Context: an optimization exercise on an open-source flow, tuned for small area, a short achievable clock period and few clock cycles. The choices shown serve that exercise and are no tape-out recipe. Only simulation tests tie the RTL to the original design; equivalence was not proved.

==> flow/design.v <==
`default_nettype none
package ellipse_pkg;
  localparam int COORD_BITS = 12;               
  localparam int RAD_BITS   = COORD_BITS - 1;   
  typedef logic signed [COORD_BITS-1:0] coord_t;
  typedef logic [RAD_BITS-1:0] rad_t;
  typedef logic [2*RAD_BITS-1:0] sq_t;
  typedef logic [3*RAD_BITS-1:0] prod_t;
  typedef logic signed [3*RAD_BITS+1:0] err_t;
  typedef enum logic [2:0] {
    idle,    
    point,   
    setup,   
    arc,     
    flat,    
    done     
  } ctrl_state_t;
endpackage
`default_nettype wire
`default_nettype none
module ellipse_generator (
  input  logic        clk,
  input  logic        reset,
  input  logic        enable,
  input  logic        run,
  input  logic        ena_pause,
  input  logic [1:0]  quadrant,
  input  logic [11:0] xc,
  input  logic [11:0] yc,
  input  logic [11:0] xr,
  input  logic [11:0] yr,
  output logic        busy,
  output logic        pixel_data_rdy,
  output logic        ellipse_complete,
  output logic [11:0] x_coord,
  output logic [11:0] y_coord
);
  localparam logic [2:0] ST_IDLE  = 3'd0;
  localparam logic [2:0] ST_POINT = 3'd1;
  localparam logic [2:0] ST_PASS  = 3'd2;
  localparam logic [2:0] ST_I1    = 3'd3;
  localparam logic [2:0] ST_I2    = 3'd4;
  localparam logic [2:0] ST_ARC   = 3'd5;
  localparam logic [2:0] ST_FLAT  = 3'd6;
  localparam logic [2:0] ST_DONE  = 3'd7;
  logic [2:0]         state;
  logic               half;       
  logic signed [11:0] rm, rn;     
  logic [11:0]        cxr, cyr;   
  logic [1:0]         quad;
  logic [3:0]         cnt;        
  logic signed [11:0] lx, ly;     
  logic signed [34:0] P;          
  logic               alpha_r, beta_r;
  logic signed [34:0] A;          
  logic signed [34:0] B;          
  logic signed [22:0] R;          
  logic signed [23:0] S;          
  logic signed [24:0] G;          
  logic valid, step;
  assign valid = (state == ST_POINT) || (state == ST_ARC) || (state == ST_FLAT);
  assign step  = enable && !(ena_pause && valid);
  assign pixel_data_rdy   = valid && !ena_pause;
  assign ellipse_complete = (state == ST_DONE);
  assign busy             = run || !((state == ST_IDLE) || (state == ST_DONE));
  logic [11:0] u, v;
  assign u = half ? ly : lx;
  assign v = half ? lx : ly;
  logic [11:0] ux, vx;
  assign ux = u ^ {12{quad[0]}};
  assign vx = v ^ {12{quad[1]}};
  bk_add #(12) add_x (.a(cxr), .b(ux), .ci(quad[0]), .s(x_coord));
  bk_add #(12) add_y (.a(cyr), .b(vx), .ci(quad[1]), .s(y_coord));
  function automatic logic [1:0] half_kind(input logic signed [11:0] m, input logic signed [11:0] n);
    if (m >= 12'sd2) half_kind = 2'd2;
    else if ((n < 12'sd2) && (m >= 12'sd0)) half_kind = 2'd1;
    else half_kind = 2'd0;
  endfunction
  function automatic logic [3:0] top_bit(input logic [10:0] x);
    top_bit = 4'd0;
    for (int i = 0; i < 11; i++) if (x[i]) top_bit = i[3:0];
  endfunction
  logic [1:0]  k_acc, k_acc2, k_sw;
  logic        acc_swap;           
  logic        start_now;          
  logic [1:0]  start_kind;
  logic [11:0] start_n;            
  logic [3:0]  start_cnt;
  logic [12:0] start_3n;
  assign k_acc    = half_kind(xr, yr);
  assign k_acc2   = half_kind(yr, xr);
  assign k_sw     = half_kind(rn, rm);
  assign acc_swap = !(xr == 12'd0 && yr == 12'd0) && (k_acc == 2'd0);
  logic               dx;          
  logic               en_next;     
  logic signed [11:0] ly_step, lx_step;
  logic               flat_next;
  logic               half_end;    
  assign dx        = !P[34];
  logic signed [35:0] cmp_b, cmp_g, cmp_r, dif_g, dif_r;
  assign cmp_b = 36'(B);
  assign cmp_g = 36'(G);
  assign cmp_r = 36'(R);
  bk_add #(36) cmp_add_g (.a(cmp_b), .b(~cmp_g), .ci(1'b1), .s(dif_g));
  bk_add #(36) cmp_add_r (.a(cmp_b), .b(~cmp_r), .ci(1'b1), .s(dif_r));
  assign en_next   = dx ? !dif_g[35] : !dif_r[35];
  assign ly_step   = dx ? ly : ly - 12'sd1;
  assign lx_step   = lx + 12'sd1;
  logic flat_x, flat_d, lx_ok;
  assign lx_ok     = (lx < rm);
  assign flat_x    = (ly < 12'sd2) && lx_ok;
  assign flat_d    = (ly < 12'sd3) && (ly != -12'sd2048) && lx_ok;
  assign flat_next = dx ? flat_x : flat_d;
  assign half_end  = (state == ST_ARC)  ? (!en_next && !flat_next) :
                     (state == ST_FLAT) ? (lx == rm) : 1'b0;
  assign start_n   = (state == ST_IDLE || state == ST_DONE) ? (acc_swap ? xr : yr) : rm;
  assign start_cnt = (state == ST_IDLE || state == ST_DONE) ? top_bit(xr[10:0] | yr[10:0])
                                                            : top_bit(rm[10:0] | rn[10:0]);
  assign start_3n  = {2'b00, start_n[10:0]} + {1'b0, start_n[10:0], 1'b0};
  always_ff @(posedge clk or posedge reset) begin
    if (reset) begin
      state <= ST_IDLE;
      half  <= 1'b0;
    end else if (step) begin
      case (state)
        ST_IDLE, ST_DONE: begin
          if (run) begin
            half <= acc_swap;
            if (xr == 12'd0 && yr == 12'd0) state <= ST_POINT;
            else if (k_acc == 2'd2) state <= ST_PASS;
            else if (k_acc == 2'd1) state <= ST_FLAT;
            else state <= (k_acc2 == 2'd2) ? ST_PASS : (k_acc2 == 2'd1) ? ST_FLAT : ST_DONE;
          end else begin
            state <= ST_IDLE;
          end
        end
        ST_POINT: state <= ST_DONE;
        ST_PASS:  if (cnt == 4'd0) state <= ST_I1;
        ST_I1:    state <= ST_I2;
        ST_I2:    state <= ST_ARC;
        ST_ARC, ST_FLAT: begin
          if (half_end) begin
            if (!half) begin
              half  <= 1'b1;
              state <= (k_sw == 2'd2) ? ST_PASS : (k_sw == 2'd1) ? ST_FLAT : ST_DONE;
            end else begin
              state <= ST_DONE;
            end
          end else if (state == ST_ARC && !en_next) begin
            state <= ST_FLAT;
          end
        end
        default: state <= ST_IDLE;
      endcase
    end
  end
  always_ff @(posedge clk) begin
    if (step) begin
      alpha_r <= (bit_i < 4'd12) && bit_m[bit_i];
      beta_r  <= (bit_i < 4'd12) && bit_n[bit_i];
    end
  end
  logic alpha, beta;              
  assign alpha = alpha_r;
  assign beta  = beta_r;
  logic [3:0] cnt_next;
  logic [11:0] bit_m, bit_n;      
  logic [3:0]  bit_i;
  assign cnt_next = cnt - 4'd1;
  always_comb begin
    if (state == ST_IDLE || state == ST_DONE) begin
      bit_m = acc_swap ? yr : xr;
      bit_n = acc_swap ? xr : yr;
      bit_i = start_cnt;
    end else if (state == ST_PASS) begin
      bit_m = rm;
      bit_n = rn;
      bit_i = cnt_next;
    end else begin
      bit_m = rn;
      bit_n = rm;
      bit_i = start_cnt;
    end
  end
  logic signed [34:0] nz, nzi;     
  assign nz  = 35'(rn[10:0]);
  assign nzi = ~nz;
  logic signed [34:0] p1, p2, a1, a2, b1, b2, sumP, sumA, sumB;
  logic               pc, ac;
  logic signed [24:0] r1, r2, sumR;
  logic               rc;
  always_comb begin
    p1 = P; p2 = dx ? A : B; pc = 1'b0;
    a1 = A; a2 = 35'(R) <<< 1; ac = 1'b0;
    b1 = B; b2 = dx ? (35'(R) <<< 1) : (35'(S) <<< 1);
    r1 = {R, 2'b00}; r2 = '0; rc = 1'b0;
    case (state)
      ST_PASS: begin
        p1 = P <<< 1;
        p2 = alpha ? 35'(G) : nzi;
        pc = !alpha;
        a1 = A <<< 2;
        a2 = alpha ? ~{22'd0, lx[10:0], 2'b01} : 35'sd0;
        ac = alpha;
        b1 = B <<< 2;
        b2 = alpha ? P : 35'sd0;
        r1 = 25'({R, 2'b00});
        r2 = beta ? ~{12'd0, ly[10:0], 2'b01} : 25'sd0;
        rc = beta;
      end
      ST_I1: begin
        p1 = B;
        p2 = 35'(R);
        b1 = B <<< 1;
        b2 = 35'(R);
        r1 = A[24:0];
        r2 = 25'(R);
      end
      ST_I2: begin
        p1 = P;
        p2 = A >>> 2;
        pc = rm[0];
        a1 = 35'(R);
        a2 = 35'(R) <<< 1;
        b1 = B;
        b2 = 35'(S) <<< 1;
        r1 = A[24:0];
        r2 = 25'(S);
      end
      default: ;
    endcase
  end
  bk_add #(35) add_p (.a(p1), .b(p2), .ci(pc), .s(sumP));
  bk_add #(35) add_a (.a(a1), .b(a2), .ci(ac), .s(sumA));
  bk_add #(35) add_b (.a(b1), .b(b2), .ci(1'b0), .s(sumB));
  bk_add #(25) add_r (.a(r1), .b(r2), .ci(rc), .s(sumR));
  always_ff @(posedge clk) begin
    if (step) begin
      case (state)
        ST_IDLE, ST_DONE: begin
          if (run) begin
            cxr  <= xc;
            cyr  <= yc;
            quad <= quadrant;
            lx   <= '0;
            ly   <= '0;
            A    <= '0;
            B    <= '0;
            R    <= '0;
            P    <= 35'(start_n[10:0]);
            G    <= 25'(start_3n);
            cnt  <= start_cnt;
            if (acc_swap) begin
              rm <= yr; rn <= xr;
            end else begin
              rm <= xr; rn <= yr;
            end
          end
        end
        ST_PASS: begin
          P   <= sumP;
          A   <= sumA;
          B   <= sumB;
          R   <= sumR[22:0];
          lx  <= {lx[10:0], alpha};
          ly  <= {ly[10:0], beta};
          cnt <= cnt - 4'd1;
        end
        ST_I1: begin
          P <= sumP;
          B <= sumB;
          S <= sumR[23:0];
        end
        ST_I2: begin
          P  <= sumP;
          A  <= sumA;
          B  <= sumB;
          G  <= sumR;
          lx <= '0;
          ly <= rn;
        end
        ST_ARC: begin
          lx <= lx_step;
          P  <= sumP;
          A  <= sumA;
          B  <= sumB;
          if (!dx) ly <= ly - 12'sd1;
          if (!en_next) begin
            if (flat_next) ly <= '0;
          end
        end
        ST_FLAT: begin
          lx <= lx_step;
        end
        default: ;
      endcase
      if (half_end && !half) begin
        rm  <= rn;
        rn  <= rm;
        lx  <= '0;
        ly  <= '0;
        A   <= '0;
        B   <= '0;
        R   <= '0;
        P   <= 35'(start_n[10:0]);
        G   <= 25'(start_3n);
        cnt <= start_cnt;
      end
    end
  end
endmodule
`default_nettype wire
module bk_add #(parameter int N = 35) (
  input  logic [N-1:0] a,
  input  logic [N-1:0] b,
  input  logic         ci,
  output logic [N-1:0] s
);
  logic [N-1:0] p0, p, gg;
  always_comb begin
    p0 = a ^ b;
    p  = p0;
    gg = a & b;
    gg[0] = gg[0] | (p0[0] & ci);
    for (int i = 0; i < 6; i++) begin
      for (int j = 0; j < N; j++) begin
        if ((j % (2 ** (i + 1)) == 2 ** (i + 1) - 1) && (2 ** i < N)) begin
          gg[j] = gg[j] | (p[j] & gg[j - 2 ** i]);
          p[j]  = p[j] & p[j - 2 ** i];
        end
      end
    end
    for (int i = 5; i > 0; i--) begin
      for (int j = 0; j < N; j++) begin
        if ((j % (2 ** i) == 2 ** (i - 1) - 1) && (j >= 2 ** i) && (2 ** i < N)) begin
          gg[j] = gg[j] | (p[j] & gg[j - 2 ** (i - 1)]);
          p[j]  = p[j] & p[j - 2 ** (i - 1)];
        end
      end
    end
    s = p0 ^ {gg[N-2:0], ci};
  end
endmodule
clock: 8.5 ns
lec_check: 0
abc_clock_period_in_ps: 4000
cap_margin: 20
core_margin: 2
core_utilization: 55
setup_slack_margin: 4.0
slew_margin: 20
run.sh (not shown) runs the stock make flow with config.mk's settings and CLKGATE_MAP_FILE= SYNTH_SCRIPT=/design/flow/synth_recipe.tcl, a recipe that flattens the netlist after the stock synthesis.
Testbench counts at the start, summed over its fixed seeds: cycles 113,847.
Edit:
--- a/flow/design.v
+++ b/flow/design.v
@@ -48,13 +48,12 @@
   logic signed [11:0] rm, rn;     
   logic [11:0]        cxr, cyr;   
   logic [1:0]         quad;
   logic [3:0]         cnt;        
   logic signed [11:0] lx, ly;     
   logic signed [34:0] P;          
-  logic               alpha_r, beta_r;
   logic signed [34:0] A;          
   logic signed [34:0] B;          
   logic signed [22:0] R;          
   logic signed [23:0] S;          
   logic signed [24:0] G;          
   logic valid, step;
@@ -63,17 +62,14 @@
   assign pixel_data_rdy   = valid && !ena_pause;
   assign ellipse_complete = (state == ST_DONE);
   assign busy             = run || !((state == ST_IDLE) || (state == ST_DONE));
   logic [11:0] u, v;
   assign u = half ? ly : lx;
   assign v = half ? lx : ly;
-  logic [11:0] ux, vx;
-  assign ux = u ^ {12{quad[0]}};
-  assign vx = v ^ {12{quad[1]}};
-  bk_add #(12) add_x (.a(cxr), .b(ux), .ci(quad[0]), .s(x_coord));
-  bk_add #(12) add_y (.a(cyr), .b(vx), .ci(quad[1]), .s(y_coord));
+  assign x_coord = quad[0] ? cxr - u : cxr + u;
+  assign y_coord = quad[1] ? cyr - v : cyr + v;
   function automatic logic [1:0] half_kind(input logic signed [11:0] m, input logic signed [11:0] n);
     if (m >= 12'sd2) half_kind = 2'd2;
     else if ((n < 12'sd2) && (m >= 12'sd0)) half_kind = 2'd1;
     else half_kind = 2'd0;
   endfunction
   function automatic logic [3:0] top_bit(input logic [10:0] x);
@@ -104,13 +100,13 @@
   bk_add #(36) cmp_add_g (.a(cmp_b), .b(~cmp_g), .ci(1'b1), .s(dif_g));
   bk_add #(36) cmp_add_r (.a(cmp_b), .b(~cmp_r), .ci(1'b1), .s(dif_r));
   assign en_next   = dx ? !dif_g[35] : !dif_r[35];
   assign ly_step   = dx ? ly : ly - 12'sd1;
   assign lx_step   = lx + 12'sd1;
   logic flat_x, flat_d, lx_ok;
-  assign lx_ok     = (lx < rm);
+  assign lx_ok     = (lx_step <= rm);
   assign flat_x    = (ly < 12'sd2) && lx_ok;
   assign flat_d    = (ly < 12'sd3) && (ly != -12'sd2048) && lx_ok;
   assign flat_next = dx ? flat_x : flat_d;
   assign half_end  = (state == ST_ARC)  ? (!en_next && !flat_next) :
                      (state == ST_FLAT) ? (lx == rm) : 1'b0;
   assign start_n   = (state == ST_IDLE || state == ST_DONE) ? (acc_swap ? xr : yr) : rm;
@@ -151,40 +147,15 @@
           end
         end
         default: state <= ST_IDLE;
       endcase
     end
   end
-  always_ff @(posedge clk) begin
-    if (step) begin
-      alpha_r <= (bit_i < 4'd12) && bit_m[bit_i];
-      beta_r  <= (bit_i < 4'd12) && bit_n[bit_i];
-    end
-  end
-  logic alpha, beta;              
-  assign alpha = alpha_r;
-  assign beta  = beta_r;
-  logic [3:0] cnt_next;
-  logic [11:0] bit_m, bit_n;      
-  logic [3:0]  bit_i;
-  assign cnt_next = cnt - 4'd1;
-  always_comb begin
-    if (state == ST_IDLE || state == ST_DONE) begin
-      bit_m = acc_swap ? yr : xr;
-      bit_n = acc_swap ? xr : yr;
-      bit_i = start_cnt;
-    end else if (state == ST_PASS) begin
-      bit_m = rm;
-      bit_n = rn;
-      bit_i = cnt_next;
-    end else begin
-      bit_m = rn;
-      bit_n = rm;
-      bit_i = start_cnt;
-    end
-  end
+  logic alpha, beta;
+  assign alpha = rm[cnt];
+  assign beta  = rn[cnt];
   logic signed [34:0] nz, nzi;     
   assign nz  = 35'(rn[10:0]);
   assign nzi = ~nz;
   logic signed [34:0] p1, p2, a1, a2, b1, b2, sumP, sumA, sumB;
   logic               pc, ac;
   logic signed [24:0] r1, r2, sumR;
Outcome: Clock skew fell by 0.015 ns. Synthesized cell count fell by 1.0%. Wire length fell by about 8%. Via count fell by about 3.5%. Sequential share of layout area rose by 0.19 points. Count of clock-buffer cells in the layout fell by 2. Non-clock buffer count rose by 7. Final area fell by 1.5%.
Testbench counts after the change, summed over its fixed seeds: cycles 113,847.

==> what the ideal ports hide <==
How much do the figures lean on ideal ports? The routed layouts below were timed once more, with nothing changed but the port constraints.
Step 1 assumes that a clkbuf_16 drives the clock port and a buf_2 every other input.
Step 2, shift: input delay + t, output delay - t, t = (earliest + latest rising clock arrival at the registers) / 2. This alone moves slack from input paths to output paths.
Slacks: no drivers / after step 1 / after step 2; pairs: no drivers / after step 1.
| run | shift t [ns] | slack for setup (ns) | latest minus earliest clock arrival (ns) | worst slew at a driven data input, ns | pins driven straight from the clock port |
|---|---|---|---|---|---|
| the first run | 0.628 | 2.816 / 2.752 / 3.351 | 0.036 / 0.036 | 0.08 | 1 |
| the second run | 0.613 | 3.082 / 3.022 / 3.071 | 0.021 / 0.021 | 0.06 | 1 |
After both steps every run listed still meets setup and hold. For the second run, which loses most, drivers alone change the setup slack by -0.060 ns; drivers and shift together by -0.011 ns.
